This is an optimization exercise on Yosys and OpenROAD, whose aim is small area, a short achievable clock period and few clock cycles per item, not a production implementation. At most, simulation tests tie the RTL to the original design; equivalence was not proved. The RTL of run 2 was laid out without a check of its function.

==> flow/design.v, too long to show whole: its modules and the start of the top module <==
// module bdte_ctrl: 20 lines
// module bdte_datapath: 187 lines
// module broken_down_time_to_epoch: 49 lines
module broken_down_time_to_epoch (
  input  logic               clk_i,
  input  logic               rst_ni,
  input  logic               start,
  output logic               busy,
  input  logic signed [10:0] second_in_i,
  input  logic signed [10:0] minute_in_i,
  input  logic signed [10:0] hour_in_i,
  input  logic signed [10:0] day_in_i,
  input  logic signed [7:0]  month_in_i,
  input  logic        [7:0]  year_in_i,
  output logic               done_o,
  output logic        [5:0]  second_out_o,
  output logic        [5:0]  minute_out_o,
  output logic        [4:0]  hour_out_o,
  output logic        [4:0]  day_out_o,
  output logic        [3:0]  month_out_o,
  output logic signed [9:0]  year_out_o,
  output logic        [8:0]  day_of_year_o,
  output logic signed [33:0] epoch_seconds_o
);
  // ...
==> flow/run.sh <==
#!/bin/bash
# synth_recipe.tcl (not shown) runs the flow's synth.tcl, then flattens the netlist and writes it again
# the make line also repeats each setting of config.mk as NAME=value (left out here)
make -C /OpenROAD-flow-scripts/flow DESIGN_CONFIG=/design/flow/config.mk WORK_HOME=/design/flow/orfs CLKGATE_MAP_FILE= SYNTH_SCRIPT=/design/flow/synth_recipe.tcl finish
==> flow/config.mk <==
export PLATFORM = sky130hd
export DESIGN_NAME = broken_down_time_to_epoch
export DESIGN_NICKNAME = broken_down_time_to_epoch
export VERILOG_FILES = /design/flow/design.v
export SDC_FILE = /design/flow/constraint.sdc
export NUM_CORES = 4
export LEC_CHECK = 0
export CAP_MARGIN = 20
export CORE_MARGIN = 2
export CORE_UTILIZATION = 40
export SLEW_MARGIN = 20
==> flow/constraint.sdc <==
create_clock -name core_clock -period 9.0 [get_ports {clk_i}]
set_input_delay 1.8000 -clock core_clock [delete_from_list [all_inputs] [get_ports {clk_i}]]
set_output_delay 1.8000 -clock core_clock [all_outputs]
set_load 0.01 [all_outputs]
==> key figures, run 1 <==
Status
  • Run status: timing/DRC/antenna clean

Place
  • Number of port buffers: roughly 140
  • Hpwl dp: 29.3 mm

Floorplan
  • I/O pins: roughly 140
  • Initial core utilization: 0.408
  • Die area: 34800 µm²

Cells and area
  • Clock-cell share: 0.00853
  • Fillers: ~3200
  • Final net count: 2252
  • Reg area: about 1100 µm²
  • Commonest non-fill, non-tap cell in the layout: inv_1
  • Finished Core Util: 0.507

Clock tree
  • Setup bufs post-CTS: 2

Yosys
  • Post-synth top cells: 224 x inv_1, 218 x ha_1, 118 x nor2_1

Drt
  • Routed Antenna Nets: 0
  • DRC Markers: 0
  • Uppermost layer routed: met4

GRT
  • Vias in the first global route: roughly 12000
  • Initial antenna violation count: 0
  • First-pass GRT wire length: ~60 mm

Worst hold path
  • Worst min path class: reg -> reg

STA
  • PnR worst setup slack: 0.0781 ns

Worst setup path
  • Critical Path Start: minute_in_i[6]
Testbench counts, summed over its fixed seeds: cycles 9,600, items 4,800.
==> module bdte_datapath, before the edit <==
module bdte_datapath (
  input  logic               clk_i,
  input  logic               load_i,
  input  logic signed [10:0] second_in_i,
  input  logic signed [10:0] minute_in_i,
  input  logic signed [10:0] hour_in_i,
  input  logic signed [10:0] day_in_i,
  input  logic signed [7:0]  month_in_i,
  input  logic        [7:0]  year_in_i,
  output logic        [5:0]  second_out_o,
  output logic        [5:0]  minute_out_o,
  output logic        [4:0]  hour_out_o,
  output logic        [4:0]  day_out_o,
  output logic        [3:0]  month_out_o,
  output logic signed [9:0]  year_out_o,
  output logic        [8:0]  day_of_year_o,
  output logic signed [33:0] epoch_seconds_o
);
  logic signed [4:0] hs;
  logic signed [7:0] vs;
  logic signed [2:0] ks;
  logic        [5:0] sec_n;
  assign hs = second_in_i[10:6];
  assign vs = $signed({2'b00, second_in_i[5:0]}) + $signed({hs[4], hs, 2'b00});
  always_comb begin
    if      (vs >= 8'sd120) ks = 3'sd2;
    else if (vs >= 8'sd60)  ks = 3'sd1;
    else if (vs >= 8'sd0)   ks = 3'sd0;
    else if (vs >= -8'sd60) ks = -3'sd1;
    else                    ks = -3'sd2;
  end
  assign sec_n = 6'(vs[5:0] + {ks[2], ks[2], ks, 1'b0} + {ks[2], ks[2], ks, 1'b0});
  logic signed [4:0] hm;
  logic signed [7:0] vm0;
  logic signed [2:0] km0;
  logic        [5:0] rm0;
  assign hm  = minute_in_i[10:6];
  assign vm0 = $signed({2'b00, minute_in_i[5:0]}) + $signed({hm[4], hm, 2'b00});
  always_comb begin
    if      (vm0 >= 8'sd120) km0 = 3'sd2;
    else if (vm0 >= 8'sd60)  km0 = 3'sd1;
    else if (vm0 >= 8'sd0)   km0 = 3'sd0;
    else if (vm0 >= -8'sd60) km0 = -3'sd1;
    else                     km0 = -3'sd2;
  end
  assign rm0 = 6'(vm0[5:0] + {km0[2], km0, 2'b00});
  logic signed [5:0] qs;
  logic signed [7:0] w;
  logic signed [1:0] c2;
  logic        [5:0] min_n;
  assign qs = 6'(hs) + 6'(ks);
  assign w  = $signed({2'b00, rm0}) + $signed({{2{qs[5]}}, qs});
  assign c2 = w[7] ? -2'sd1 : (w >= 8'sd60) ? 2'sd1 : 2'sd0;
  assign min_n = 6'(w[5:0] + {c2[1], c2[1], c2, 2'b00});
  logic signed [6:0] qh;           
  logic        [1:0] mh;
  logic        [4:0] rh;
  assign {qh, mh} = bdte_pkg::bdte_divmod3_8(hour_in_i[10:3]);
  assign rh = {mh, hour_in_i[2:0]};
  logic signed [6:0] bu;
  logic signed [1:0] c3;
  logic signed [1:0] c3_c [3];
  logic        [4:0] hour_n;
  assign bu = $signed({2'b00, rh}) + $signed({{2{hm[4]}}, hm}) + $signed({{4{km0[2]}}, km0});
  for (genvar i = 0; i < 3; i++) begin : g_c3
    localparam int K = i - 1;
    always_comb begin
      if      (bu < 7'sd0 - 7'(K))   c3_c[i] = -2'sd1;
      else if (bu >= 7'sd24 - 7'(K)) c3_c[i] = 2'sd1;
      else                           c3_c[i] = 2'sd0;
    end
  end
  always_comb begin
    case (c2)
      -2'sd1:  c3 = c3_c[0];
      2'sd0:   c3 = c3_c[1];
      default: c3 = c3_c[2];
    endcase
  end
  assign hour_n = 5'(bu[4:0] + {{3{c2[1]}}, c2} + {c3, 3'b000});
  logic [4:0]  t;
  logic [3:0]  mo;
  logic [8:0]  ya;
  logic [6:0]  a;
  logic [1:0]  yb;
  assign {t, mo} = bdte_pkg::bdte_month_split(month_in_i);
  assign ya = {1'b0, year_in_i} + {4'd0, t};
  assign a  = ya[8:2];
  assign yb = year_in_i[1:0] + t[1:0];
  logic [11:0] dq, dqm, kday, du_p, du_m, du;
  assign dq   = 12'(13'(day_in_i) + 13'(qh) + 13'd1095);
  assign dqm  = 12'(13'(day_in_i) + 13'(qh) + 13'd1094);
  assign kday = {1'b0, bdte_pkg::bdte_kday(yb, mo)};
  assign du_p = dq + kday + {11'd0, (c3 == 2'sd1)};
  assign du_m = dqm + kday;
  assign du   = (c3 == -2'sd1) ? du_m : du_p;
  logic y1, before69, corr;
  assign y1       = (du < 12'd305) || ((du >= 12'd1402) && (du < 12'd1767))
                 || ((du >= 12'd2863) && (du < 12'd3228));
  assign before69 = (a < 7'd21) || ((a == 7'd21) && (du < 12'd2863))
                 || ((a == 7'd22) && (du < 12'd1402));
  assign corr     = before69 && !y1;
  logic [5:0]         sec_q, min_q;
  logic [4:0]         hour_q;
  logic        [11:0] du_q;
  logic [6:0]         a_q;
  logic               corr_q;
  always_ff @(posedge clk_i) begin
    if (load_i) begin
      sec_q  <= sec_n;
      min_q  <= min_n;
      hour_q <= hour_n;
      du_q   <= du;
      corr_q <= corr;
      a_q    <= a;
    end
  end
  logic signed [12:0] doc0_q;
  assign doc0_q = $signed({1'b0, du_q}) - 13'sd1096;
  logic        ge_731n, ge_366n, ge_0, ge_365, ge_730, ge_1095, ge_1461, ge_1826, ge_2191;
  assign ge_731n = (doc0_q >= -13'sd731);
  assign ge_366n = (doc0_q >= -13'sd366);
  assign ge_0    = !doc0_q[12];
  assign ge_365  = (doc0_q >= 13'sd365);
  assign ge_730  = (doc0_q >= 13'sd730);
  assign ge_1095 = (doc0_q >= 13'sd1095);
  assign ge_1461 = (doc0_q >= 13'sd1461);
  assign ge_1826 = (doc0_q >= 13'sd1826);
  assign ge_2191 = (doc0_q >= 13'sd2191);
  logic [3:0]         j;
  logic signed [12:0] ystart;
  always_comb begin
    if      (ge_2191) begin j = 4'd9; ystart = 13'sd2191;  end
    else if (ge_1826) begin j = 4'd8; ystart = 13'sd1826;  end
    else if (ge_1461) begin j = 4'd7; ystart = 13'sd1461;  end
    else if (ge_1095) begin j = 4'd6; ystart = 13'sd1095;  end
    else if (ge_730)  begin j = 4'd5; ystart = 13'sd730;   end
    else if (ge_365)  begin j = 4'd4; ystart = 13'sd365;   end
    else if (ge_0)    begin j = 4'd3; ystart = 13'sd0;     end
    else if (ge_366n) begin j = 4'd2; ystart = -13'sd366;  end
    else if (ge_731n) begin j = 4'd1; ystart = -13'sd731;  end
    else              begin j = 4'd0; ystart = -13'sd1096; end
  end
  logic [8:0] doy;                 
  assign doy = 9'(doc0_q - ystart);
  logic [3:0] mp;
  logic [8:0] mstart;
  always_comb begin
    if      (doy >= 9'd337) begin mp = 4'd11; mstart = 9'd337; end
    else if (doy >= 9'd306) begin mp = 4'd10; mstart = 9'd306; end
    else if (doy >= 9'd275) begin mp = 4'd9;  mstart = 9'd275; end
    else if (doy >= 9'd245) begin mp = 4'd8;  mstart = 9'd245; end
    else if (doy >= 9'd214) begin mp = 4'd7;  mstart = 9'd214; end
    else if (doy >= 9'd184) begin mp = 4'd6;  mstart = 9'd184; end
    else if (doy >= 9'd153) begin mp = 4'd5;  mstart = 9'd153; end
    else if (doy >= 9'd122) begin mp = 4'd4;  mstart = 9'd122; end
    else if (doy >= 9'd92)  begin mp = 4'd3;  mstart = 9'd92;  end
    else if (doy >= 9'd61)  begin mp = 4'd2;  mstart = 9'd61;  end
    else if (doy >= 9'd31)  begin mp = 4'd1;  mstart = 9'd31;  end
    else                    begin mp = 4'd0;  mstart = 9'd0;   end
  end
  logic jf;                        
  assign jf = (mp >= 4'd10);
  assign day_out_o     = 5'(doy[4:0] - mstart[4:0] + 5'd1);
  assign month_out_o   = jf ? (mp - 4'd10) : (mp + 4'd2);
  assign year_out_o    = $signed({1'b0, a_q, 2'b00}) + $signed({6'd0, j}) - 10'sd23 + $signed({9'd0, jf});
  assign day_of_year_o = jf ? (doy - 9'd306)
                            : (doy + 9'd59 + {8'd0, ((j == 4'd3) || (j == 4'd7))});
  localparam logic [33:0] EPOCH_C = 34'd13168115716;
  logic [6:0]  na;
  logic [5:0]  nm;
  assign na = ~a_q;
  assign nm = ~min_q;
  assign epoch_seconds_o = $signed(
        {a_q, 27'd0} + {4'd0, na, 23'd0} + {8'd0, a_q, 19'd0} + {10'd0, na, 17'd0}
      + {14'd0, a_q, 13'd0} + {20'd0, na, 7'd0}
      + {6'd0, du_q, 16'd0} + {8'd0, du_q, 14'd0} + {10'd0, du_q, 12'd0}
      + {14'd0, du_q, 8'd0} + {15'd0, du_q, 7'd0}
      + {17'd0, corr_q, 1'b0, corr_q, 1'b0, corr_q, 3'd0, corr_q, corr_q, 7'd0}
      + {18'd0, hour_q, 11'd0} + {19'd0, hour_q, 10'd0} + {20'd0, hour_q, 9'd0}
      + {25'd0, hour_q, 4'd0}
      + {22'd0, min_q, 6'd0} + {26'd0, nm, 2'd0} + {28'd0, sec_q}
      + EPOCH_C);
  assign second_out_o = sec_q;
  assign minute_out_o = min_q;
  assign hour_out_o   = hour_q;
endmodule
==> run 2: changes to the inputs <==
--- a/flow/design.v
+++ b/flow/design.v
@@ -615,6 +615,233 @@
     bdte_divmod3_8 = r;
   endfunction
 endpackage
+module bdte_epoch (
+  input  logic [6:0]  a_i,
+  input  logic [11:0] du_i,
+  input  logic        corr_i,
+  input  logic [4:0]  hour_i,
+  input  logic [5:0]  min_i,
+  input  logic [5:0]  sec_i,
+  output logic [33:0] epoch_o
+);
+  logic [6:0] na;
+  logic [5:0] nm;
+  logic [4:0] nh;
+  assign na = ~a_i;
+  assign nm = ~min_i;
+  assign nh = ~hour_i;
+  logic fs0, fc0, fs1, fc1, fs2, fc2, fs3, fc3, fs4, fc4, fs5, fc5, fs6, fc6, fs7, fc7, fs8, fc8, fs9, fc9, fs10, fc10, fs11, fc11, fs12, fc12, fs13, fc13, fs14, fc14, fs15, fc15, fs16, fc16, fs17, fc17, fs18, fc18, fs19, fc19, fs20, fc20, fs21, fc21, fs22, fc22, fs23, fc23, fs24, fc24, fs25, fc25, fs26, fc26, fs27, fc27, fs28, fc28, fs29, fc29, fs30, fc30, fs31, fc31, fs32, fc32, fs33, fc33, fs34, fc34, fs35, fc35, fs36, fc36, fs37, fc37, fs38, fc38, fs39, fc39, fs40, fc40, fs41, fc41, fs42, fc42, fs43, fc43, fs44, fc44, fs45, fc45, fs46, fc46, fs47, fc47, fs48, fc48, fs49, fc49, fs50, fc50, fs51, fc51, fs52, fc52, fs53, fc53, fs54, fc54, fs55, fc55, fs56, fc56, fs57, fc57, fs58, fc58, fs59, fc59, fs60, fc60, fs61, fc61, fs62, fc62, fs63, fc63, fs64, fc64, fs65, fc65, fs66, fc66, fs67, fc67, fs68, fc68, fs69, fc69, fs70, fc70, fs71, fc71, fs72, fc72, fs73, fc73, fs74, fc74, fs75, fc75, fs76, fc76, fs77, fc77, fs78, fc78, fs79, fc79, fs80, fc80, fs81, fc81, fs82, fc82, fs83, fc83, fs84, fc84, fs85, fc85, fs86, fc86, fs87, fc87, fs88, fc88, fs89, fc89, fs90, fc90, fs91, fc91, fs92, fc92, fs93, fc93, fs94, fc94, fs95, fc95, fs96, fc96, fs97, fc97, fs98, fc98, fs99, fc99, fs100, fc100, fs101, fc101, fs102, fc102;
+  assign fs0 = du_i[0] ^ du_i[4];
+  assign fc0 = du_i[0] & du_i[4];
+  assign fs1 = a_i[0] ^ du_i[1] ^ du_i[5];
+  assign fc1 = (a_i[0] & du_i[1]) | (a_i[0] & du_i[5]) | (du_i[1] & du_i[5]);
+  assign fs2 = 1'b1 ^ a_i[1] ^ du_i[0];
+  assign fc2 = (1'b1 & a_i[1]) | (1'b1 & du_i[0]) | (a_i[1] & du_i[0]);
+  assign fs3 = du_i[2] ^ du_i[6];
+  assign fc3 = du_i[2] & du_i[6];
+  assign fs4 = a_i[2] ^ du_i[1] ^ du_i[3];
+  assign fc4 = (a_i[2] & du_i[1]) | (a_i[2] & du_i[3]) | (du_i[1] & du_i[3]);
+  assign fs5 = 1'b1 ^ a_i[3] ^ du_i[0];
+  assign fc5 = (1'b1 & a_i[3]) | (1'b1 & du_i[0]) | (a_i[3] & du_i[0]);
+  assign fs6 = du_i[2] ^ du_i[4] ^ du_i[8];
+  assign fc6 = (du_i[2] & du_i[4]) | (du_i[2] & du_i[8]) | (du_i[4] & du_i[8]);
+  assign fs7 = a_i[4] ^ du_i[10] ^ du_i[1];
+  assign fc7 = (a_i[4] & du_i[10]) | (a_i[4] & du_i[1]) | (du_i[10] & du_i[1]);
+  assign fs8 = du_i[3] ^ du_i[5];
+  assign fc8 = du_i[3] & du_i[5];
+  assign fs9 = a_i[5] ^ du_i[10] ^ du_i[11];
+  assign fc9 = (a_i[5] & du_i[10]) | (a_i[5] & du_i[11]) | (du_i[10] & du_i[11]);
+  assign fs10 = du_i[2] ^ du_i[4];
+  assign fc10 = du_i[2] & du_i[4];
+  assign fs11 = a_i[0] ^ a_i[6] ^ du_i[11];
+  assign fc11 = (a_i[0] & a_i[6]) | (a_i[0] & du_i[11]) | (a_i[6] & du_i[11]);
+  assign fs12 = du_i[3] ^ du_i[5];
+  assign fc12 = du_i[3] & du_i[5];
+  assign fs13 = a_i[1] ^ du_i[4];
+  assign fc13 = a_i[1] & du_i[4];
+  assign fs14 = 1'b1 ^ a_i[2];
+  assign fc14 = 1'b1 & a_i[2];
+  assign fs15 = 1'b1 ^ a_i[3];
+  assign fc15 = 1'b1 & a_i[3];
+  assign fs16 = 1'b1 ^ a_i[4] ^ du_i[11];
+  assign fc16 = (1'b1 & a_i[4]) | (1'b1 & du_i[11]) | (a_i[4] & du_i[11]);
+  assign fs17 = du_i[0] ^ hour_i[3] ^ min_i[1];
+  assign fc17 = (du_i[0] & hour_i[3]) | (du_i[0] & min_i[1]) | (hour_i[3] & min_i[1]);
+  assign fs18 = du_i[0] ^ du_i[1] ^ hour_i[4];
+  assign fc18 = (du_i[0] & du_i[1]) | (du_i[0] & hour_i[4]) | (du_i[1] & hour_i[4]);
+  assign fs19 = min_i[2] ^ na[1];
+  assign fc19 = min_i[2] & na[1];
+  assign fs20 = 1'b1 ^ du_i[1] ^ du_i[2];
+  assign fc20 = (1'b1 & du_i[1]) | (1'b1 & du_i[2]) | (du_i[1] & du_i[2]);
+  assign fs21 = min_i[3] ^ na[2] ^ nh[0];
+  assign fc21 = (min_i[3] & na[2]) | (min_i[3] & nh[0]) | (na[2] & nh[0]);
+  assign fs22 = du_i[2] ^ du_i[3] ^ min_i[4];
+  assign fc22 = (du_i[2] & du_i[3]) | (du_i[2] & min_i[4]) | (du_i[3] & min_i[4]);
+  assign fs23 = na[3] ^ nh[1];
+  assign fc23 = na[3] & nh[1];
+  assign fs24 = du_i[3] ^ du_i[4] ^ min_i[5];
+  assign fc24 = (du_i[3] & du_i[4]) | (du_i[3] & min_i[5]) | (du_i[4] & min_i[5]);
+  assign fs25 = na[4] ^ nh[2];
+  assign fc25 = na[4] & nh[2];
+  assign fs26 = du_i[5] ^ hour_i[0] ^ na[5];
+  assign fc26 = (du_i[5] & hour_i[0]) | (du_i[5] & na[5]) | (hour_i[0] & na[5]);
+  assign fs27 = nh[3] ^ fs0 ^ fc25;
+  assign fc27 = (nh[3] & fs0) | (nh[3] & fc25) | (fs0 & fc25);
+  assign fs28 = du_i[6] ^ hour_i[1] ^ na[6];
+  assign fc28 = (du_i[6] & hour_i[1]) | (du_i[6] & na[6]) | (hour_i[1] & na[6]);
+  assign fs29 = nh[4] ^ fc0 ^ fs1;
+  assign fc29 = (nh[4] & fc0) | (nh[4] & fs1) | (fc0 & fs1);
+  assign fs30 = du_i[7] ^ hour_i[2] ^ fs3;
+  assign fc30 = (du_i[7] & hour_i[2]) | (du_i[7] & fs3) | (hour_i[2] & fs3);
+  assign fs31 = fc1 ^ fs2 ^ fc28;
+  assign fc31 = (fc1 & fs2) | (fc1 & fc28) | (fs2 & fc28);
+  assign fs32 = du_i[7] ^ du_i[8] ^ hour_i[3];
+  assign fc32 = (du_i[7] & du_i[8]) | (du_i[7] & hour_i[3]) | (du_i[8] & hour_i[3]);
+  assign fs33 = fc3 ^ fc2 ^ fs4;
+  assign fc33 = (fc3 & fc2) | (fc3 & fs4) | (fc2 & fs4);
+  assign fs34 = du_i[9] ^ hour_i[4] ^ fc32;
+  assign fc34 = (du_i[9] & hour_i[4]) | (du_i[9] & fc32) | (hour_i[4] & fc32);
+  assign fs35 = fc4 ^ fs5 ^ fs6;
+  assign fc35 = (fc4 & fs5) | (fc4 & fs6) | (fs5 & fs6);
+  assign fs36 = du_i[9] ^ na[0] ^ fs8;
+  assign fc36 = (du_i[9] & na[0]) | (du_i[9] & fs8) | (na[0] & fs8);
+  assign fs37 = fc5 ^ fc6 ^ fs7;
+  assign fc37 = (fc5 & fc6) | (fc5 & fs7) | (fc6 & fs7);
+  assign fs38 = du_i[6] ^ na[1] ^ fc8;
+  assign fc38 = (du_i[6] & na[1]) | (du_i[6] & fc8) | (na[1] & fc8);
+  assign fs39 = fs10 ^ fc7 ^ fs9;
+  assign fc39 = (fs10 & fc7) | (fs10 & fs9) | (fc7 & fs9);
+  assign fs40 = du_i[7] ^ na[2] ^ fc10;
+  assign fc40 = (du_i[7] & na[2]) | (du_i[7] & fc10) | (na[2] & fc10);
+  assign fs41 = fs12 ^ fc9 ^ fs11;
+  assign fc41 = (fs12 & fc9) | (fs12 & fs11) | (fc9 & fs11);
+  assign fs42 = du_i[6] ^ du_i[8] ^ na[3];
+  assign fc42 = (du_i[6] & du_i[8]) | (du_i[6] & na[3]) | (du_i[8] & na[3]);
+  assign fs43 = fc12 ^ fs13 ^ fc11;
+  assign fc43 = (fc12 & fs13) | (fc12 & fc11) | (fs13 & fc11);
+  assign fs44 = du_i[5] ^ du_i[7] ^ du_i[9];
+  assign fc44 = (du_i[5] & du_i[7]) | (du_i[5] & du_i[9]) | (du_i[7] & du_i[9]);
+  assign fs45 = na[4] ^ fc13 ^ fs14;
+  assign fc45 = (na[4] & fc13) | (na[4] & fs14) | (fc13 & fs14);
+  assign fs46 = du_i[10] ^ du_i[6] ^ du_i[8];
+  assign fc46 = (du_i[10] & du_i[6]) | (du_i[10] & du_i[8]) | (du_i[6] & du_i[8]);
+  assign fs47 = na[5] ^ fc14 ^ fs15;
+  assign fc47 = (na[5] & fc14) | (na[5] & fs15) | (fc14 & fs15);
+  assign fs48 = du_i[7] ^ du_i[9] ^ na[0];
+  assign fc48 = (du_i[7] & du_i[9]) | (du_i[7] & na[0]) | (du_i[9] & na[0]);
+  assign fs49 = na[6] ^ fc15 ^ fc46;
+  assign fc49 = (na[6] & fc15) | (na[6] & fc46) | (fc15 & fc46);
+  assign fs50 = a_i[5] ^ du_i[10] ^ du_i[8];
+  assign fc50 = (a_i[5] & du_i[10]) | (a_i[5] & du_i[8]) | (du_i[10] & du_i[8]);
+  assign fs51 = na[1] ^ fc16;
+  assign fc51 = na[1] & fc16;
+  assign fs52 = a_i[6] ^ du_i[11] ^ du_i[9];
+  assign fc52 = (a_i[6] & du_i[11]) | (a_i[6] & du_i[9]) | (du_i[11] & du_i[9]);
+  assign fs53 = na[0] ^ nm[5];
+  assign fc53 = na[0] & nm[5];
+  assign fs54 = fc53 ^ fs19 ^ fc17;
+  assign fc54 = (fc53 & fs19) | (fc53 & fc17) | (fs19 & fc17);
+  assign fs55 = fc19 ^ fc18 ^ fs20;
+  assign fc55 = (fc19 & fc18) | (fc19 & fs20) | (fc18 & fs20);
+  assign fs56 = fs23 ^ fc20 ^ fs22;
+  assign fc56 = (fs23 & fc20) | (fs23 & fs22) | (fc20 & fs22);
+  assign fs57 = fc23 ^ fs25 ^ fc22;
+  assign fc57 = (fc23 & fs25) | (fc23 & fc22) | (fs25 & fc22);
+  assign fs58 = fc24 ^ fs26 ^ fc57;
+  assign fc58 = (fc24 & fs26) | (fc24 & fc57) | (fs26 & fc57);
+  assign fs59 = fc26 ^ fs28 ^ fc27;
+  assign fc59 = (fc26 & fs28) | (fc26 & fc27) | (fs28 & fc27);
+  assign fs60 = fs30 ^ fc29 ^ fs31;
+  assign fc60 = (fs30 & fc29) | (fs30 & fs31) | (fc29 & fs31);
+  assign fs61 = fs32 ^ fc30 ^ fc31;
+  assign fc61 = (fs32 & fc30) | (fs32 & fc31) | (fc30 & fc31);
+  assign fs62 = fc33 ^ fs34 ^ fs35;
+  assign fc62 = (fc33 & fs34) | (fc33 & fs35) | (fs34 & fs35);
+  assign fs63 = fs36 ^ fc34 ^ fc35;
+  assign fc63 = (fs36 & fc34) | (fs36 & fc35) | (fc34 & fc35);
+  assign fs64 = fc36 ^ fs38 ^ fc37;
+  assign fc64 = (fc36 & fs38) | (fc36 & fc37) | (fs38 & fc37);
+  assign fs65 = fc38 ^ fs40 ^ fc39;
+  assign fc65 = (fc38 & fs40) | (fc38 & fc39) | (fs40 & fc39);
+  assign fs66 = fs42 ^ fc40 ^ fc41;
+  assign fc66 = (fs42 & fc40) | (fs42 & fc41) | (fc40 & fc41);
+  assign fs67 = fs44 ^ fc42 ^ fs45;
+  assign fc67 = (fs44 & fc42) | (fs44 & fs45) | (fc42 & fs45);
+  assign fs68 = fc44 ^ fs46 ^ fc45;
+  assign fc68 = (fc44 & fs46) | (fc44 & fc45) | (fs46 & fc45);
+  assign fs69 = fs16 ^ fs48 ^ fc47;
+  assign fc69 = (fs16 & fs48) | (fs16 & fc47) | (fs48 & fc47);
+  assign fs70 = fs50 ^ fc48 ^ fs51;
+  assign fc70 = (fs50 & fc48) | (fs50 & fs51) | (fc48 & fs51);
+  assign fs71 = na[2] ^ fc50 ^ fs52;
+  assign fc71 = (na[2] & fc50) | (na[2] & fs52) | (fc50 & fs52);
+  assign fs72 = du_i[10] ^ na[3];
+  assign fc72 = du_i[10] & na[3];
+  assign fs73 = a_i[0] ^ du_i[11];
+  assign fc73 = a_i[0] & du_i[11];
+  assign fs74 = 1'b1 ^ a_i[1];
+  assign fc74 = 1'b1 & a_i[1];
+  assign fs75 = 1'b1 ^ sec_i[2];
+  assign fc75 = 1'b1 & sec_i[2];
+  assign fs76 = sec_i[3] ^ nm[1];
+  assign fc76 = sec_i[3] & nm[1];
+  assign fs77 = hour_i[0] ^ sec_i[4] ^ nm[2];
+  assign fc77 = (hour_i[0] & sec_i[4]) | (hour_i[0] & nm[2]) | (sec_i[4] & nm[2]);
+  assign fs78 = hour_i[1] ^ sec_i[5] ^ nm[3];
+  assign fc78 = (hour_i[1] & sec_i[5]) | (hour_i[1] & nm[3]) | (sec_i[5] & nm[3]);
+  assign fs79 = hour_i[2] ^ min_i[0] ^ nm[4];
+  assign fc79 = (hour_i[2] & min_i[0]) | (hour_i[2] & nm[4]) | (min_i[0] & nm[4]);
+  assign fs80 = fs53 ^ fs17 ^ fc79;
+  assign fc80 = (fs53 & fs17) | (fs53 & fc79) | (fs17 & fc79);
+  assign fs81 = fs18 ^ fs54 ^ fc80;
+  assign fc81 = (fs18 & fs54) | (fs18 & fc80) | (fs54 & fc80);
+  assign fs82 = fs21 ^ fc54 ^ fs55;
+  assign fc82 = (fs21 & fc54) | (fs21 & fs55) | (fc54 & fs55);
+  assign fs83 = fc21 ^ fc55 ^ fs56;
+  assign fc83 = (fc21 & fc55) | (fc21 & fs56) | (fc55 & fs56);
+  assign fs84 = fs24 ^ fc56 ^ fs57;
+  assign fc84 = (fs24 & fc56) | (fs24 & fs57) | (fc56 & fs57);
+  assign fs85 = fs27 ^ corr_i ^ fc84;
+  assign fc85 = (fs27 & corr_i) | (fs27 & fc84) | (corr_i & fc84);
+  assign fs86 = fs29 ^ fc58 ^ fs59;
+  assign fc86 = (fs29 & fc58) | (fs29 & fs59) | (fc58 & fs59);
+  assign fs87 = fc59 ^ corr_i ^ fs60;
+  assign fc87 = (fc59 & corr_i) | (fc59 & fs60) | (corr_i & fs60);
+  assign fs88 = fs33 ^ fc60 ^ fs61;
+  assign fc88 = (fs33 & fc60) | (fs33 & fs61) | (fc60 & fs61);
+  assign fs89 = corr_i ^ fc61 ^ fs62;
+  assign fc89 = (corr_i & fc61) | (corr_i & fs62) | (fc61 & fs62);
+  assign fs90 = fs37 ^ fc62 ^ fs63;
+  assign fc90 = (fs37 & fc62) | (fs37 & fs63) | (fc62 & fs63);
+  assign fs91 = fs39 ^ fc63 ^ fs64;
+  assign fc91 = (fs39 & fc63) | (fs39 & fs64) | (fc63 & fs64);
+  assign fs92 = fs41 ^ fc64 ^ fs65;
+  assign fc92 = (fs41 & fc64) | (fs41 & fs65) | (fc64 & fs65);
+  assign fs93 = fs43 ^ fc65 ^ fs66;
+  assign fc93 = (fs43 & fc65) | (fs43 & fs66) | (fc65 & fs66);
+  assign fs94 = fc43 ^ fs67 ^ fc66;
+  assign fc94 = (fc43 & fs67) | (fc43 & fc66) | (fs67 & fc66);
+  assign fs95 = fs47 ^ fc67 ^ fs68;
+  assign fc95 = (fs47 & fc67) | (fs47 & fs68) | (fc67 & fs68);
+  assign fs96 = fs49 ^ fc68 ^ fs69;
+  assign fc96 = (fs49 & fc68) | (fs49 & fs69) | (fc68 & fs69);
+  assign fs97 = fc49 ^ fc69 ^ fs70;
+  assign fc97 = (fc49 & fc69) | (fc49 & fs70) | (fc69 & fs70);
+  assign fs98 = fc51 ^ fs71 ^ fc70;
+  assign fc98 = (fc51 & fs71) | (fc51 & fc70) | (fs71 & fc70);
+  assign fs99 = fs72 ^ fc52 ^ fc71;
+  assign fc99 = (fs72 & fc52) | (fs72 & fc71) | (fc52 & fc71);
+  assign fs100 = na[4] ^ fs73 ^ fc72;
+  assign fc100 = (na[4] & fs73) | (na[4] & fc72) | (fs73 & fc72);
+  assign fs101 = na[5] ^ fc73 ^ fs74;
+  assign fc101 = (na[5] & fc73) | (na[5] & fs74) | (fc73 & fs74);
+  assign fs102 = a_i[2] ^ na[6] ^ fc74;
+  assign fc102 = (a_i[2] & na[6]) | (a_i[2] & fc74) | (na[6] & fc74);
+  logic [33:0] row0, row1;
+  assign row0 = {1'b1, 1'b1, a_i[4], a_i[3], fc101, fc100, fs100, fs99, fc97, fc96, fc95, fs95, fc93, fc92, fc91, fc90, fc89, fc88, fc87, fc86, fc85, fs58, fc83, fc82, fc81, corr_i, fs80, fc78, fc77, fc76, fc75, nm[0], sec_i[1], sec_i[0]};
+  assign row1 = {a_i[6], a_i[5], 1'b0, fc102, fs102, fs101, fc99, fc98, fs98, fs97, fs96, fc94, fs94, fs93, fs92, fs91, fs90, fs89, fs88, fs87, fs86, fs85, fs84, fs83, fs82, fs81, corr_i, fs79, fs78, fs77, fs76, fs75, 1'b0, 1'b0};
+  assign epoch_o = row0 + row1;
+endmodule
 module bdte_ctrl (
   input  logic clk_i,
   input  logic rst_ni,
@@ -724,100 +951,101 @@
   assign ya = {1'b0, year_in_i} + {4'd0, t};
   assign a  = ya[8:2];
   assign yb = year_in_i[1:0] + t[1:0];
-  logic [11:0] dq, dqm, kday, du_p, du_m, du;
+  logic [11:0] dq, dqm, kday, du_p, du_m;
   assign dq   = 12'(13'(day_in_i) + 13'(qh) + 13'd1095);
   assign dqm  = 12'(13'(day_in_i) + 13'(qh) + 13'd1094);
   assign kday = {1'b0, bdte_pkg::bdte_kday(yb, mo)};
   assign du_p = dq + kday + {11'd0, (c3 == 2'sd1)};
   assign du_m = dqm + kday;
-  assign du   = (c3 == -2'sd1) ? du_m : du_p;
-  logic y1, before69, corr;
-  assign y1       = (du < 12'd305) || ((du >= 12'd1402) && (du < 12'd1767))
-                 || ((du >= 12'd2863) && (du < 12'd3228));
-  assign before69 = (a < 7'd21) || ((a == 7'd21) && (du < 12'd2863))
-                 || ((a == 7'd22) && (du < 12'd1402));
-  assign corr     = before69 && !y1;
+  logic [11:0] du;
+  assign du = (c3 == -2'sd1) ? du_m : du_p;
   logic [5:0]         sec_q, min_q;
   logic [4:0]         hour_q;
   logic        [11:0] du_q;
   logic [6:0]         a_q;
-  logic               corr_q;
   always_ff @(posedge clk_i) begin
     if (load_i) begin
       sec_q  <= sec_n;
       min_q  <= min_n;
       hour_q <= hour_n;
       du_q   <= du;
-      corr_q <= corr;
       a_q    <= a;
     end
   end
-  logic signed [12:0] doc0_q;
-  assign doc0_q = $signed({1'b0, du_q}) - 13'sd1096;
-  logic        ge_731n, ge_366n, ge_0, ge_365, ge_730, ge_1095, ge_1461, ge_1826, ge_2191;
-  assign ge_731n = (doc0_q >= -13'sd731);
-  assign ge_366n = (doc0_q >= -13'sd366);
-  assign ge_0    = !doc0_q[12];
-  assign ge_365  = (doc0_q >= 13'sd365);
-  assign ge_730  = (doc0_q >= 13'sd730);
-  assign ge_1095 = (doc0_q >= 13'sd1095);
-  assign ge_1461 = (doc0_q >= 13'sd1461);
-  assign ge_1826 = (doc0_q >= 13'sd1826);
-  assign ge_2191 = (doc0_q >= 13'sd2191);
-  logic [3:0]         j;
-  logic signed [12:0] ystart;
+  logic [8:0] ge_y;
+  assign ge_y[0] = (du_q >= 12'd365);
+  assign ge_y[1] = (du_q >= 12'd730);
+  assign ge_y[2] = (du_q >= 12'd1096);
+  assign ge_y[3] = (du_q >= 12'd1461);
+  assign ge_y[4] = (du_q >= 12'd1826);
+  assign ge_y[5] = (du_q >= 12'd2191);
+  assign ge_y[6] = (du_q >= 12'd2557);
+  assign ge_y[7] = (du_q >= 12'd2922);
+  assign ge_y[8] = (du_q >= 12'd3287);
+  logic [3:0] j;
+  logic [8:0] ystart;              
   always_comb begin
-    if      (ge_2191) begin j = 4'd9; ystart = 13'sd2191;  end
-    else if (ge_1826) begin j = 4'd8; ystart = 13'sd1826;  end
-    else if (ge_1461) begin j = 4'd7; ystart = 13'sd1461;  end
-    else if (ge_1095) begin j = 4'd6; ystart = 13'sd1095;  end
-    else if (ge_730)  begin j = 4'd5; ystart = 13'sd730;   end
-    else if (ge_365)  begin j = 4'd4; ystart = 13'sd365;   end
-    else if (ge_0)    begin j = 4'd3; ystart = 13'sd0;     end
-    else if (ge_366n) begin j = 4'd2; ystart = -13'sd366;  end
-    else if (ge_731n) begin j = 4'd1; ystart = -13'sd731;  end
-    else              begin j = 4'd0; ystart = -13'sd1096; end
+    if      (ge_y[8]) begin j = 4'd9; ystart = 9'(12'd3287); end
+    else if (ge_y[7]) begin j = 4'd8; ystart = 9'(12'd2922); end
+    else if (ge_y[6]) begin j = 4'd7; ystart = 9'(12'd2557); end
+    else if (ge_y[5]) begin j = 4'd6; ystart = 9'(12'd2191); end
+    else if (ge_y[4]) begin j = 4'd5; ystart = 9'(12'd1826); end
+    else if (ge_y[3]) begin j = 4'd4; ystart = 9'(12'd1461); end
+    else if (ge_y[2]) begin j = 4'd3; ystart = 9'(12'd1096); end
+    else if (ge_y[1]) begin j = 4'd2; ystart = 9'(12'd730);  end
+    else if (ge_y[0]) begin j = 4'd1; ystart = 9'(12'd365);  end
+    else              begin j = 4'd0; ystart = 9'd0;         end
   end
   logic [8:0] doy;                 
-  assign doy = 9'(doc0_q - ystart);
+  assign doy = du_q[8:0] - ystart;
   logic [3:0] mp;
-  logic [8:0] mstart;
+  logic [4:0] dk;                  
   always_comb begin
-    if      (doy >= 9'd337) begin mp = 4'd11; mstart = 9'd337; end
-    else if (doy >= 9'd306) begin mp = 4'd10; mstart = 9'd306; end
-    else if (doy >= 9'd275) begin mp = 4'd9;  mstart = 9'd275; end
-    else if (doy >= 9'd245) begin mp = 4'd8;  mstart = 9'd245; end
-    else if (doy >= 9'd214) begin mp = 4'd7;  mstart = 9'd214; end
-    else if (doy >= 9'd184) begin mp = 4'd6;  mstart = 9'd184; end
-    else if (doy >= 9'd153) begin mp = 4'd5;  mstart = 9'd153; end
-    else if (doy >= 9'd122) begin mp = 4'd4;  mstart = 9'd122; end
-    else if (doy >= 9'd92)  begin mp = 4'd3;  mstart = 9'd92;  end
-    else if (doy >= 9'd61)  begin mp = 4'd2;  mstart = 9'd61;  end
-    else if (doy >= 9'd31)  begin mp = 4'd1;  mstart = 9'd31;  end
-    else                    begin mp = 4'd0;  mstart = 9'd0;   end
+    if      (doy >= 9'd337) begin mp = 4'd11; dk = 5'd16; end
+    else if (doy >= 9'd306) begin mp = 4'd10; dk = 5'd15; end
+    else if (doy >= 9'd275) begin mp = 4'd9; dk = 5'd14; end
+    else if (doy >= 9'd245) begin mp = 4'd8; dk = 5'd12; end
+    else if (doy >= 9'd214) begin mp = 4'd7; dk = 5'd11; end
+    else if (doy >= 9'd184) begin mp = 4'd6; dk = 5'd9; end
+    else if (doy >= 9'd153) begin mp = 4'd5; dk = 5'd8; end
+    else if (doy >= 9'd122) begin mp = 4'd4; dk = 5'd7; end
+    else if (doy >= 9'd92)  begin mp = 4'd3; dk = 5'd5; end
+    else if (doy >= 9'd61)  begin mp = 4'd2; dk = 5'd4; end
+    else if (doy >= 9'd31)  begin mp = 4'd1; dk = 5'd2; end
+    else                    begin mp = 4'd0;  dk = 5'd1;  end
   end
   logic jf;                        
   assign jf = (mp >= 4'd10);
-  assign day_out_o     = 5'(doy[4:0] - mstart[4:0] + 5'd1);
+  assign day_out_o     = doy[4:0] + dk;
   assign month_out_o   = jf ? (mp - 4'd10) : (mp + 4'd2);
-  assign year_out_o    = $signed({1'b0, a_q, 2'b00}) + $signed({6'd0, j}) - 10'sd23 + $signed({9'd0, jf});
   assign day_of_year_o = jf ? (doy - 9'd306)
                             : (doy + 9'd59 + {8'd0, ((j == 4'd3) || (j == 4'd7))});
-  localparam logic [33:0] EPOCH_C = 34'd13168115716;
-  logic [6:0]  na;
-  logic [5:0]  nm;
-  assign na = ~a_q;
-  assign nm = ~min_q;
-  assign epoch_seconds_o = $signed(
-        {a_q, 27'd0} + {4'd0, na, 23'd0} + {8'd0, a_q, 19'd0} + {10'd0, na, 17'd0}
-      + {14'd0, a_q, 13'd0} + {20'd0, na, 7'd0}
-      + {6'd0, du_q, 16'd0} + {8'd0, du_q, 14'd0} + {10'd0, du_q, 12'd0}
-      + {14'd0, du_q, 8'd0} + {15'd0, du_q, 7'd0}
-      + {17'd0, corr_q, 1'b0, corr_q, 1'b0, corr_q, 3'd0, corr_q, corr_q, 7'd0}
-      + {18'd0, hour_q, 11'd0} + {19'd0, hour_q, 10'd0} + {20'd0, hour_q, 9'd0}
-      + {25'd0, hour_q, 4'd0}
-      + {22'd0, min_q, 6'd0} + {26'd0, nm, 2'd0} + {28'd0, sec_q}
-      + EPOCH_C);
+  logic [9:0] ybase;
+  assign ybase      = {1'b0, a_q, 2'b00} + {6'd0, j} - 10'd23;
+  assign year_out_o = $signed(ybase + {9'd0, jf});
+  logic [9:0] ge_j;
+  assign ge_j[0] = (du_q >= 12'd306);
+  assign ge_j[3] = (du_q >= 12'd1402);
+  assign ge_j[4] = (du_q >= 12'd1767);
+  assign ge_j[7] = (du_q >= 12'd2863);
+  assign ge_j[8] = (du_q >= 12'd3228);
+  assign {ge_j[9], ge_j[6:5], ge_j[2:1]} = '0;
+  logic y1, before69, corr;
+  assign y1       = !ge_j[0] || (ge_j[3] && !ge_j[4]) || (ge_j[7] && !ge_j[8]);
+  assign before69 = (a_q < 7'd21) || ((a_q == 7'd21) && !ge_j[7])
+                 || ((a_q == 7'd22) && !ge_j[3]);
+  assign corr     = before69 && !y1;
+  logic [33:0] epoch;
+  bdte_epoch u_epoch (
+    .a_i     (a_q),
+    .du_i    (du_q),
+    .corr_i  (corr),
+    .hour_i  (hour_q),
+    .min_i   (min_q),
+    .sec_i   (sec_q),
+    .epoch_o (epoch)
+  );
+  assign epoch_seconds_o = $signed(epoch);
   assign second_out_o = sec_q;
   assign minute_out_o = min_q;
   assign hour_out_o   = hour_q;
==> flow/flow/run.sh (new file) <==
#!/bin/bash
# The standard layout, with the port buffers made from sky130_fd_sc_hd__buf_2
# cells instead of the default delay buffers. make's output goes to
# flow_make.log in the work folder; each ORFS step keeps its own log under
# orfs/logs.
set -euo pipefail
export BUFFER_PORTS_ARGS="-buffer_cell sky130_fd_sc_hd__buf_2"
bash standard.sh > flow_make.log 2>&1
==> flow/standard.sh (new file) <==
#!/bin/bash
# synth_recipe.tcl (not shown) runs the flow's synth.tcl, then flattens the netlist and writes it again
# the make line also repeats each setting of config.mk as NAME=value (left out here)
make -C /OpenROAD-flow-scripts/flow DESIGN_CONFIG=/design/flow/config.mk WORK_HOME=/design/flow/orfs CLKGATE_MAP_FILE= SYNTH_SCRIPT=/design/flow/synth_recipe.tcl "${@:-finish}"
removed: flow/run.sh
==> key figures, run 2 <==
Yosys
  • Syn_area_per_cell: just over 8 µm²
  • Top post-synthesis cells by area: ha_1 18%, fa_1 17%, edfxtp_1 8.5%, inv_1 6.9%, a21oi_1 4.7%
  • Main synth FF type: edfxtp_1
  • Seq cells post-synth: 37
  • Cells after Synth: roughly 1600
  • Synthesized cell area: around 13000 µm²
  • Ys Warns: 3
  • Cell taking the most area after synthesis: ha_1
  • Most instantiated library cell after synthesis: inv_1
  • Post-synth top cells: 234 x inv_1, 186 x ha_1, 119 x a21oi_1
  • Sequential element share of the synthesized area: 0.0874
  • Yosys cell types: 88
  • Number of synthesized flops with an enable pin: 36
  • Async SR Flop Fraction: 0.0270
  • Syn nets: around 1900
  • Synth top area share: 0.184

Floorplan
  • FP Rows: 65
  • I/O pins: 144 (unchanged)
  • Die area: 33100 µm² (-4.9%)
  • Die height: approximately 180 µm
  • Total core area: 31400 µm²
  • Die span in x: 182 µm
  • Initial core utilization: 0.403 (-0.00433)

Place
  • Hpwl dp: 25.2 mm (-14%)
  • Cell count after placement: between 2000 and 2500
  • Number of port buffers: 143 (unchanged)
  • Gpl congestion: between 0.8 and 0.9
  • Setup Slack @ Placement: slightly above 0.3 ns

Drt
  • Drt total wl: approximately 30 mm
  • Vias: 11145
  • Routed wire per std cell: approximately 15 µm
  • Routed Antenna Nets: 0 (unchanged)
  • Total iterations of the first detailed-routing run: 5
  • Vias/cell: between 5 and 6
  • Initial DRC Count: between 600 and 700
  • DRC Markers: 0 (unchanged)

STA
  • Fmax: 0.118 GHz
  • Max_slew headroom: 0.319
  • Final hold vios: 0
  • Final setup fails: 0
  • Worst-Margin Slew: roughly 1.0 ns
  • Final Cycle Share: 0.946
  • Hold_ws: 0.689 ns
  • Slew Viols, Final: 0
  • RSZ-0062 raised after global routing: yes
  • PnR worst setup slack: 0.490 ns (+0.412 ns)
  • Sum of negative setup slack: 0 ns
  • Final min period: roughly 8.5 ns
  • Final clock skew: between 0.006 and 0.007 ns

GRT
  • Largest net degree at the start of global routing: 38
  • First-pass GRT wire length: 52.2 mm (-13%)
  • GRT Total Usage: 0.186
  • Initial antenna violation count: 0 (unchanged)
  • Vias in the first global route: 10976 (-11%)
  • Global route total overflow: 0

Clock tree
  • Clock Tree Root: clkbuf_16
  • TritonCTS clock tree: yes
  • CTS sink count: 37
  • Clock buffer depth: 2
  • Cts bufs inserted: 5
  • CTS H-Tree Depth: 2
  • Worst-Skew Late Latency: 0.29 ns
  • Clk slew on worst S/H paths: ~0.060 ns
  • Post-CTS Hold Fix Bufs: 0

Worst setup path
  • Crit. End Element: primary output
  • Critical-path top delay cell: nor2_1
  • CP Capture Point: day_out_o[4]
  • Setup Crit Path Kind: reg -> out
  • Crit path arrival time: 6.71 ns
  • R2r endpoint: u_datapath.a_q[0]$_DFFE_PP_
  • CP startpoint kind: flop
  • Reg2reg start: u_ctrl.busy_q$_DFF_PN0_
  • Worst Path Required: ~7.2 ns
  • Reg2reg setup slack: 7.38 ns
  • CP max stage delay: around 0.67 ns
  • CP max FO: 14
  • Critical Path Start: u_datapath.du_q[0]$_DFFE_PP_
  • R2R depth: 1

Status
  • Run status: timing/DRC/antenna clean

Cells and area
  • Non-Filler Instances: ~2100
  • Area Growth Syn to Fin: 10.6%
  • Layout cells sized above 1: 0.127
  • Antenna cells: 0
  • Commonest non-fill, non-tap cell in the layout: inv_1
  • Biggest register: u_datapath.du_q
  • Top flop regs: u_datapath.du_q x12, u_datapath.a_q x7
  • Most frequent cells in the layout: 234 x inv_1, 186 x ha_1, 143 x buf_2
  • Final net count: 2045 (-9.2%)
  • Largest register FFs: 12

Run
  • Max-cap viol count: 0

Worst hold path
  • Worst min-delay path startpoint: u_ctrl.busy_q$_DFF_PN0_
  • Worst min path class: reg -> reg
[run 2: cell types whose count changed in the layout (fill, tap and decap cells not counted), moves of 10 or more]
| cell | previous run | this run |
|---|---|---|
| buf_2 | 0 | 143 |
| clkdlybuf4s50_1 | 136 | 0 |
| buf_4 | 125 | 24 |
| ha_1 | 211 | 186 |
| o21ai_0 | 76 | 92 |
| inv_1 | 220 | 234 |
| xor2_1 | 28 | 42 |
| nor3_1 | 36 | 25 |
| o211ai_1 | 23 | 12 |
| o21a_1 | 14 | 24 |
[run 2: timing repair]
item                                    CTS  global route
setup buffers                             0             5
endpoints found under the setup margin    0             3
endpoints found under the hold margin     0             0
resized for setup                         0             1
[run 2: kinds of logic (layout without fill, tap and decap cells)]
logic type                 after synthesis  after routing  share of synthesized area
and+or+nand+nor                        367            367                      0.138
AOI/OAI and AO/OA                      449            449                      0.239
buffers and inverters                  295            415                     0.0897
muxes                                   18             18                     0.0157
DFF                                     37             37                     0.0874
adders and majority gates              296            296                      0.358
xor gates and xnor gates               105            105                     0.0726
[run 2: cell type report]
class | instances | area, µm²
Timing Repair Buffer | 167 | 896
Clock inverter | 3 | 41.3
Sequential cell | 37 | 1110
Multi-Input combinational cell | 1235 | 10400
Clock buffer | 5 | 125
Fill cell | 3177 | 17400
Inverter | 240 | 903
Tap cell | 402 | 503
[run 2: worst min path at each step]
stage,to,cells after the start
after detailed placement,u_ctrl.busy_q$_DFF_PN0_,1
after global placement,u_ctrl.busy_q$_DFF_PN0_,1
final,u_ctrl.busy_q$_DFF_PN0_,1
after floorplan,u_ctrl.busy_q$_DFF_PN0_,1
after CTS,u_ctrl.busy_q$_DFF_PN0_,1
after global routing,u_ctrl.busy_q$_DFF_PN0_,1
[run 2: per-layer routing]
layer / GRT usage / part of all wire / vias to the layer above
met2: 0.328 / 0.48 / 211
met5: 0 / 0 / -
met4: 0.0335 / 0.012 / 0
met3: 0.00923 / 0.027 / 21
met1: 0.255 / 0.48 / 5227
li1: - / - / 5686
[run 2: critical path, delay by kind of cell, from the launching register on]
| kind | cells | cell delay (ns) |
|---|---|---|
| AOI/OAI and AO/OA | 11 | 1.99 |
| and+or+nand+nor | 7 | 1.65 |
| adders and majority gates | 5 | 1.47 |
| DFF | 1 | 0.54 |
| buffers and inverters | 2 | 0.47 |
| xor gates and xnor gates | 2 | 0.32 |
[run 2: stage by stage]
step           area (µm²)   util
2_1_floorplan       12700      -
3_3_place_gp        13800  0.439
3_5_place_dp        13800  0.439
4_1_cts             14000  0.445
5_1_grt             14000  0.446
6_report            14000  0.446

==> afterwards: timing with drivers on the ports <==
In the flow no input, the clock included, has a driving cell. The finished layouts below were timed again as built, in two steps. Step 1 sets driving cells, clkbuf_16 on the clock port and buf_2 on the other inputs (assumed; they add their load-dependent delay and slew). Step 2 times the ports against the registers' clock, not the clock port: input delays grow and output delays shrink by t, the midpoint of the rising clock arrivals with the driver on. a / b / c = ideal / step 1 / step 2; a / b = the first two.
run | t, ns | slack for setup (ns) | hold WS [ns] | worst slew at a driven data input, ns | pins driven straight from the clock port
run 1 | 0.317 | 0.078 / 0.095 / -0.222 | 0.751 / 0.751 / 0.751 | 0.04 | 1
run 2 | 0.318 | 0.490 / 0.454 / 0.297 | 0.689 / 0.689 / 0.689 | 0.04 | 1
Met with ideal ports but missed after step 2: setup timing in run 1. For run 1, which loses most, drivers alone change the setup slack by +0.017 ns; drivers and shift together by -0.300 ns.
